From an optimization exercise on the open Yosys and OpenROAD flow, aimed at small area; shortcuts taken in it are not production practice. Where RTL was checked, it was by simulation tests only, not by an equivalence proof against the original. No activity file was given, so power comes from the tool's default toggle rates.

harbor:
Design motion_tracker_top, start of the top module:
module motion_tracker_top (
    input  wire logic        clk_65mhz,
    input  wire logic        reset_8frame_delta_values,
    input  wire logic [29:0] pixel,
    input  wire logic        frame_end,
    output logic             gesture_valid,
    output logic [1:0]       p1_gesture,
    output logic [1:0]       p2_gesture,
    output logic [27:0]      p1_motion,
    output logic [27:0]      p2_motion
);
==> flow/config.mk <==
export PLATFORM = sky130hd
export DESIGN_NAME = motion_tracker_top
export DESIGN_NICKNAME = motion_tracker_top
export VERILOG_FILES = /design/flow/design.v
export SDC_FILE = /design/flow/constraint.sdc
export NUM_CORES = 4
export LEC_CHECK = 0
export CAP_MARGIN = 20
export CORE_MARGIN = 2
export CORE_UTILIZATION = 40
export SLEW_MARGIN = 20
==> flow/constraint.sdc <==
create_clock -name core_clock -period 7.0 [get_ports {clk_65mhz}]
set_input_delay 1.4000 -clock core_clock [delete_from_list [all_inputs] [get_ports {clk_65mhz}]]
set_output_delay 1.4000 -clock core_clock [all_outputs]
set_load 0.01 [all_outputs]
standard.sh (not shown) runs the stock make flow with config.mk's settings and CLKGATE_MAP_FILE= SYNTH_SCRIPT=/design/flow/synth_recipe.tcl, a recipe that flattens the netlist after the stock synthesis.
==> flow/flow/run.sh <==
#!/bin/bash
set -e
export CTS_ARGS="-sink_clustering_enable -repair_clock_nets -sink_clustering_size 20 -sink_clustering_max_diameter 60 -dont_use_dummy_load -buf_list {sky130_fd_sc_hd__clkbuf_8}"
export BUFFER_PORTS_ARGS="-buffer_cell sky130_fd_sc_hd__buf_1"
bash standard.sh > standard.log 2>&1
## Diff of input files: raven against harbor
diff --git a/flow/design.v b/flow/design.v
--- a/flow/design.v
+++ b/flow/design.v
@@ -78,55 +78,54 @@
         sy2 <= {hy2[15:0], ay2[7:0]} & {24{~clr}};
         cx1 <= ax1[9] & ~clr;
         cy1 <= ay1[8] & ~clr;
         cx2 <= ax2[9] & ~clr;
         cy2 <= ay2[8] & ~clr;
     end
-    logic [95:0] chain;
+    logic [80:0] chain;
     logic [15:0] d1, d2;
     logic [15:0] rem;
-    logic [8:0]  quo;
+    wire  [8:0]  quo = chain[8:0];    
     logic [6:0]  k;         
     logic [2:0]  wcnt;      
     always_ff @(posedge clk_65mhz) begin
-        chain <= fe ? {fx1, fy1, fx2, fy2} : {chain[94:0], 1'b0};
+        chain <= fe ? {fx1[8:0], fy1, fx2, fy2} : {chain[79:0], ge};
         if (fe) begin
             d1 <= n1;
             d2 <= n2;
         end
     end
     logic first;            
     logic den2;             
     logic proc;             
     logic pres;             
     logic out_ld;           
     wire [15:0] den   = den2 ? d2 : d1;
-    wire [16:0] trial = {first ? 16'd0 : rem, chain[95]};
+    wire [16:0] trial = {first ? 16'd0 : rem, chain[80]};
     wire [24:0] dlo   = radd24({12'd0, trial[11:0]}, {12'hfff, ~den[11:0]}, 1'b1);
     wire [24:0] dh0   = radd24({19'd0, trial[16:12]}, {19'h7ffff, 1'b1, ~den[15:12]}, 1'b0);
     wire [24:0] dh1   = radd24({19'd0, trial[16:12]}, {19'h7ffff, 1'b1, ~den[15:12]}, 1'b1);
     wire        c9    = dlo[24];
     wire [4:0]  dhi   = c9 ? dh1[4:0] : dh0[4:0];
     wire        ge    = c9 ? dh1[24] : dh0[24];
     wire [16:0] diff  = {dhi, dlo[11:0]};
     always_ff @(posedge clk_65mhz) begin
-        rem <= ge ? diff[15:0] : trial[15:0];
-        quo <= {quo[7:0], ge};
+        rem <= fe ? {1'b0, fx1[23:9]} : (ge ? diff[15:0] : trial[15:0]);
         if (rst)
             k <= '0;
         else if (fe)
             k <= 7'd1;
-        else if (k == 7'd97)
+        else if (k == 7'd82)
             k <= '0;
         else if (k != 7'd0)
             k <= k + 7'd1;
-        first  <= fe | (k == 7'd24) | (k == 7'd48) | (k == 7'd72);
-        den2   <= ~fe & (k >= 7'd48);
-        proc   <= ~rst & ~fe & ((k == 7'd24) | (k == 7'd48) | (k == 7'd72) | (k == 7'd96));
-        pres   <= (k >= 7'd72) ? (d2 != 16'd0) : (d1 != 16'd0);
-        out_ld <= ~rst & ~fe & (k == 7'd96) & (wcnt == 3'd0);
+        first  <= ~fe & ((k == 7'd9) | (k == 7'd33) | (k == 7'd57));
+        den2   <= ~fe & (k >= 7'd33);
+        proc   <= ~rst & ~fe & ((k == 7'd9) | (k == 7'd33) | (k == 7'd57) | (k == 7'd81));
+        pres   <= (k >= 7'd57) ? (d2 != 16'd0) : (d1 != 16'd0);
+        out_ld <= ~rst & ~fe & (k == 7'd81) & (wcnt == 3'd0);
     end
     logic [8:0] lr [4];     
     logic [9:0] sr [4];     
     logic [3:0] hr;         
     logic       gv;
     logic [9:0] ox1, ox2;
Maximum number of pins on one net before global-route repair went down by a few percent going from harbor to raven. Maximum single-stage delay on the critical path, harbor and raven: higher on harbor. raven vs. harbor: worst setup slack moved down; share of total power in the clock network rose 1.8 points; starting density of the core roughly the same; logic gate share of total power went down 4.1 points. Global-route usage for raven: 1.3 points up relative to harbor. Total stage count of the critical path, harbor and raven: lower on raven.
Function not checked in harbor: the RTL went through the layout flow alone.

---

the previous run:
The RTL this note starts from:
==> flow/design.v <==
`default_nettype none
package motion_pkg;
    localparam int FRAME_WIDTH  = 320;
    localparam int FRAME_HEIGHT = 240;
    localparam int P1_RED_MIN = 11;
    localparam int P1_GB_MAX  = 2;
    localparam int P2_WHITE_MIN = 13;
    localparam int DIV_CYCLES = 24;
    localparam int DIV_CNT_W  = $clog2(DIV_CYCLES);
    localparam int WINDOW_UPDATES = 8;
    localparam int WIN_CNT_W      = $clog2(WINDOW_UPDATES);
    localparam int PUNCH_DX_MIN = 'h40;
    localparam int PUNCH_DY_MAX = 'h30;
    localparam int KICK_DY_MIN  = 'h40;
    localparam int KICK_DX_MAX  = 'h30;
    localparam logic [1:0] DIV_IDLE = 2'd0;
    localparam logic [1:0] DIV_RUN  = 2'd1;
    localparam logic [1:0] DIV_DONE = 2'd2;
endpackage
`default_nettype wire
`timescale 1ns/1ps
`default_nettype none
module motion_tracker_top (
    input  wire logic        clk_65mhz,
    input  wire logic        reset_8frame_delta_values,
    input  wire logic [29:0] pixel,
    input  wire logic        frame_end,
    output logic             gesture_valid,
    output logic [1:0]       p1_gesture,
    output logic [1:0]       p2_gesture,
    output logic [27:0]      p1_motion,
    output logic [27:0]      p2_motion
);
    function automatic logic [24:0] radd24(input logic [23:0] a, input logic [23:0] b,
                                           input logic ci);
        logic [24:0] r;
        logic        c;
        c = ci;
        for (int i = 0; i < 24; i++) begin
            r[i] = a[i] ^ b[i] ^ c;
            c    = (a[i] & b[i]) | (a[i] & c) | (b[i] & c);
        end
        r[24] = c;
        radd24 = r;
    endfunction
    wire rst = reset_8frame_delta_values;
    wire fe  = frame_end;
    wire [3:0] pr = pixel[11:8];
    wire [3:0] pg = pixel[7:4];
    wire [3:0] pb = pixel[3:0];
    wire       take = pixel[29] & ~fe & ~rst;
    wire       is1  = take & (pr > 4'd11) & (pg < 4'd2) & (pb < 4'd2);
    wire       is2  = take & (pr > 4'd13) & (pg > 4'd13) & (pb > 4'd13);
    wire [8:0] mx   = 9'd319 - pixel[28:20];
    wire [7:0] my   = pixel[19:12];
    wire       clr  = rst | fe;
    logic [15:0] n1, n2;
    logic [6:0]  s1, s2;
    logic [6:0]  k;         
    wire         act  = (k != 7'd0);
    wire         mrg  = (k == 7'd82);
    wire [15:0]  nb1  = mrg ? {9'd0, s1} : n1;
    wire [15:0]  nb2  = mrg ? {9'd0, s2} : n2;
    logic [23:0] sx1, sy1, sx2, sy2;
    logic        cx1, cy1, cx2, cy2;
    wire [24:0] ax1 = radd24({15'd0, sx1[8:0]}, {15'd0, mx & {9{is1}}}, 1'b0);
    wire [24:0] ay1 = radd24({16'd0, sy1[7:0]}, {16'd0, my & {8{is1}}}, 1'b0);
    wire [24:0] ax2 = radd24({15'd0, sx2[8:0]}, {15'd0, mx & {9{is2}}}, 1'b0);
    wire [24:0] ay2 = radd24({16'd0, sy2[7:0]}, {16'd0, my & {8{is2}}}, 1'b0);
    wire [24:0] hx1 = radd24({9'd0, sx1[23:9]}, 24'd0, cx1);
    wire [24:0] hy1 = radd24({8'd0, sy1[23:8]}, 24'd0, cy1);
    wire [24:0] hx2 = radd24({9'd0, sx2[23:9]}, 24'd0, cx2);
    wire [24:0] hy2 = radd24({8'd0, sy2[23:8]}, 24'd0, cy2);
    wire [23:0] fx1 = {hx1[14:0], sx1[8:0]};
    wire [23:0] fy1 = {hy1[15:0], sy1[7:0]};
    wire [23:0] fx2 = {hx2[14:0], sx2[8:0]};
    wire [23:0] fy2 = {hy2[15:0], sy2[7:0]};
    always_ff @(posedge clk_65mhz) begin
        n1  <= 16'(radd24({8'd0, nb1 & {16{~rst}}}, 24'd0, is1 & (mrg | ~act)));
        n2  <= 16'(radd24({8'd0, nb2 & {16{~rst}}}, 24'd0, is2 & (mrg | ~act)));
        s1  <= 7'(radd24({17'd0, s1 & {7{act & ~mrg}}}, 24'd0, is1 & act & ~mrg));
        s2  <= 7'(radd24({17'd0, s2 & {7{act & ~mrg}}}, 24'd0, is2 & act & ~mrg));
        sx1 <= {hx1[14:0], ax1[8:0]} & {24{~clr}};
        sy1 <= {hy1[15:0], ay1[7:0]} & {24{~clr}};
        sx2 <= {hx2[14:0], ax2[8:0]} & {24{~clr}};
        sy2 <= {hy2[15:0], ay2[7:0]} & {24{~clr}};
        cx1 <= ax1[9] & ~clr;
        cy1 <= ay1[8] & ~clr;
        cx2 <= ax2[9] & ~clr;
        cy2 <= ay2[8] & ~clr;
    end
    logic [80:0] chain;
    logic [15:0] rem;
    wire  [8:0]  quo = chain[8:0];    
    logic [2:0]  wcnt;      
    always_ff @(posedge clk_65mhz) begin
        chain <= fe ? {fx1[8:0], fy1, fx2, fy2} : {chain[79:0], ge};
    end
    logic first;            
    logic den2;             
    logic proc;             
    logic pres;             
    logic out_ld;           
    wire [15:0] den   = den2 ? n2 : n1;
    wire [16:0] trial = {first ? 16'd0 : rem, chain[80]};
    wire [24:0] dlo   = radd24({12'd0, trial[11:0]}, {12'hfff, ~den[11:0]}, 1'b1);
    wire [24:0] dh0   = radd24({19'd0, trial[16:12]}, {19'h7ffff, 1'b1, ~den[15:12]}, 1'b0);
    wire [24:0] dh1   = radd24({19'd0, trial[16:12]}, {19'h7ffff, 1'b1, ~den[15:12]}, 1'b1);
    wire        c9    = dlo[24];
    wire [4:0]  dhi   = c9 ? dh1[4:0] : dh0[4:0];
    wire        ge    = c9 ? dh1[24] : dh0[24];
    wire [16:0] diff  = {dhi, dlo[11:0]};
    always_ff @(posedge clk_65mhz) begin
        rem <= fe ? {1'b0, fx1[23:9]} : (ge ? diff[15:0] : trial[15:0]);
        if (rst)
            k <= '0;
        else if (fe)
            k <= 7'd1;
        else if (k == 7'd82)
            k <= '0;
        else if (k != 7'd0)
            k <= k + 7'd1;
        first  <= ~fe & ((k == 7'd9) | (k == 7'd33) | (k == 7'd57));
        den2   <= ~fe & (k >= 7'd33);
        proc   <= ~rst & ~fe & ((k == 7'd9) | (k == 7'd33) | (k == 7'd57) | (k == 7'd81));
        pres   <= (k >= 7'd57) ? (n2 != 16'd0) : (n1 != 16'd0);
        out_ld <= ~rst & ~fe & (k == 7'd81) & (wcnt == 3'd0);
    end
    logic [8:0] lr [4];     
    logic [9:0] sr [4];     
    logic [3:0] hr;         
    logic       gv;
    logic [9:0] ox1, ox2;
    logic [8:0] oy1, oy2;
    wire       win_end  = (wcnt == 3'd0);
    wire       win_first = (wcnt == 3'd1);
    wire       h        = hr[0];
    wire [8:0] newl     = pres ? quo : lr[0];
    wire [24:0] dvs     = radd24({15'd0, newl}, {15'h7fff, ~sr[0][8:0]}, 1'b1);
    wire [9:0] dv       = {~dvs[24], dvs[8:0]};
    wire [24:0] lts     = radd24({15'd0, quo}, {15'h7fff, ~lr[0]}, 1'b1);
    wire       lt       = ~lts[24];
    wire [24:0] mgs     = radd24({15'd0, dv[8:0] ^ {9{dv[9]}}}, 24'd0, dv[9]);
    wire [8:0] mag      = mgs[8:0];
    wire       neg      = dv[9] | ((dv == 10'd0) & pres & lt);
    wire [9:0] res      = h ? {neg, mag} : 10'd0;
    wire [9:0] stv      = !h ? {1'b0, quo} : (win_first ? {1'b0, lr[0]} : sr[0]);
    wire [9:0] snew     = win_end ? res : stv;
    always_ff @(posedge clk_65mhz) begin
        if (rst)
            wcnt <= '0;
        else if (fe)
            wcnt <= wcnt + 3'd1;
        if (proc) begin
            lr[0] <= lr[1];
            lr[1] <= lr[2];
            lr[2] <= lr[3];
            lr[3] <= newl;
            sr[0] <= sr[1];
            sr[1] <= sr[2];
            sr[2] <= sr[3];
            sr[3] <= snew;
        end
        if (rst)
            hr <= '0;
        else if (proc)
            hr <= {h | pres, hr[3:1]};
        gv <= out_ld & ~rst;
        if (rst) begin
            ox1 <= '0;
            oy1 <= '0;
            ox2 <= '0;
            oy2 <= '0;
        end else if (out_ld) begin
            ox1 <= sr[1];
            oy1 <= {sr[2][9], sr[2][7:0]};
            ox2 <= sr[3];
            oy2 <= {snew[9], snew[7:0]};
        end
    end
    function automatic logic [1:0] classify(input logic [8:0] mx_, input logic [7:0] my_);
        logic [1:0] g;
        g[1] = (mx_ > 9'h40) && (my_ < 8'h30);
        g[0] = (my_ > 8'h40) && (mx_ < 9'h30);
        classify = g;
    endfunction
    assign gesture_valid = gv;
    assign p1_motion     = {ox1[9], 4'd0, ox1[8:0], oy1[8], 5'd0, oy1[7:0]};
    assign p2_motion     = {ox2[9], 4'd0, ox2[8:0], oy2[8], 5'd0, oy2[7:0]};
    assign p1_gesture    = classify(ox1[8:0], oy1[7:0]);
    assign p2_gesture    = classify(ox2[8:0], oy2[7:0]);
endmodule
`default_nettype wire
==> flow/config.mk <==
export PLATFORM = sky130hd
export DESIGN_NAME = motion_tracker_top
export DESIGN_NICKNAME = motion_tracker_top
export VERILOG_FILES = /design/flow/design.v
export SDC_FILE = /design/flow/constraint.sdc
export NUM_CORES = 4
export LEC_CHECK = 0
export ABC_AREA = 1
export CAP_MARGIN = 20
export CORE_MARGIN = 2
export CORE_UTILIZATION = 40
export SLEW_MARGIN = 20
==> flow/constraint.sdc <==
create_clock -name core_clock -period 7.0 [get_ports {clk_65mhz}]
set_input_delay 1.4000 -clock core_clock [delete_from_list [all_inputs] [get_ports {clk_65mhz}]]
set_output_delay 1.4000 -clock core_clock [all_outputs]
set_load 0.01 [all_outputs]
==> flow/flow/run.sh <==
#!/bin/bash
set -e
export CTS_ARGS="-sink_clustering_enable -repair_clock_nets -sink_clustering_size 20 -sink_clustering_max_diameter 60 -dont_use_dummy_load -buf_list {sky130_fd_sc_hd__clkbuf_8}"
export BUFFER_PORTS_ARGS="-buffer_cell sky130_fd_sc_hd__buf_1"
export SKIP_REPAIR_TIE_FANOUT=1
bash standard.sh > standard.log 2>&1
The previous run did not stop at any stage, and its layout met the timing, DRC and antenna checks.
Inputs modified between the previous run and the current run:
--- a/flow/design.v
+++ b/flow/design.v
@@ -137,14 +137,18 @@
     wire       h        = hr[0];
     wire [8:0] newl     = pres ? quo : lr[0];
     wire [24:0] dvs     = radd24({15'd0, newl}, {15'h7fff, ~sr[0][8:0]}, 1'b1);
     wire [9:0] dv       = {~dvs[24], dvs[8:0]};
     wire [24:0] lts     = radd24({15'd0, quo}, {15'h7fff, ~lr[0]}, 1'b1);
     wire       lt       = ~lts[24];
-    wire [24:0] mgs     = radd24({15'd0, dv[8:0] ^ {9{dv[9]}}}, 24'd0, dv[9]);
-    wire [8:0] mag      = mgs[8:0];
+    logic [8:0] low_any;
+    always_comb begin
+        low_any[0] = 1'b0;
+        for (int i = 1; i < 9; i++) low_any[i] = low_any[i-1] | dv[i-1];
+    end
+    wire [8:0] mag      = dv[8:0] ^ ({9{dv[9]}} & low_any);
     wire       neg      = dv[9] | ((dv == 10'd0) & pres & lt);
     wire [9:0] res      = h ? {neg, mag} : 10'd0;
     wire [9:0] stv      = !h ? {1'b0, quo} : (win_first ? {1'b0, lr[0]} : sr[0]);
     wire [9:0] snew     = win_end ? res : stv;
     always_ff @(posedge clk_65mhz) begin
         if (rst)
The current run vs. the previous run: die area now sits lower; number of antenna cells inserted now sits higher.
Of the previous run and the current run, the lower power per standard cell area belongs to the previous run.
[compare] base=the previous run new=the current run: overall routed net length increased about 3.8%, number of stages on the worst hold path decreased 2.
Maximum net fanout on the critical path delta for the current run relative to the previous run: 1 lower
Max-slew headroom at the worst pin: higher on the previous run
The current run vs the previous run — power in combinational cells dropped by a few percent
In the current run relative to the previous run, synthesized cell count had gone down slightly.
As far as clock net sink count goes, the previous run and the current run are indistinguishable; the numbers are identical.
In the current run the count of plain and timing-repair buffers turned out 2.4% lower than in the previous run.
The previous run -> the current run: final sequential cell count delta 0, exact match
Function not checked in the current run: the RTL went through the layout flow alone.

port drivers added, routing unchanged:
No port has a modelled driver above. Below, the same layouts with a new extraction and two added sets of constraints. Step 1 assumes that a clkbuf_16 drives the clock port and a buf_2 every other input. Step 2 moves the port delays by t, midway between the first and last clock arrival at a register: inputs arrive t later, outputs are due t later. That takes back most of the time a late clock gives input paths. Three values: ideal, step 1, step 2; two values: the first two.
| run | t, ns | slack for setup (ns) | hold slack, ns | worst setup path at the end | worst slew at a driven data input, ns |
|---|---|---|---|---|---|
| harbor | 0.643 | 0.417 / 0.417 / 0.417 | 0.373 / 0.373 / 0.373 | register to register | 0.05 |
| raven | 0.625 | 0.376 / 0.376 / 0.376 | 0.399 / 0.399 / 0.399 | register to register | 0.04 |
| the previous run | 0.615 | 0.619 / 0.619 / 0.619 | 0.410 / 0.410 / 0.410 | register to register | 0.03 |
| the current run | 0.637 | 0.758 / 0.758 / 0.758 | 0.403 / 0.403 / 0.403 | register to register | 0.06 |
After both steps setup and hold are still met in every run listed.
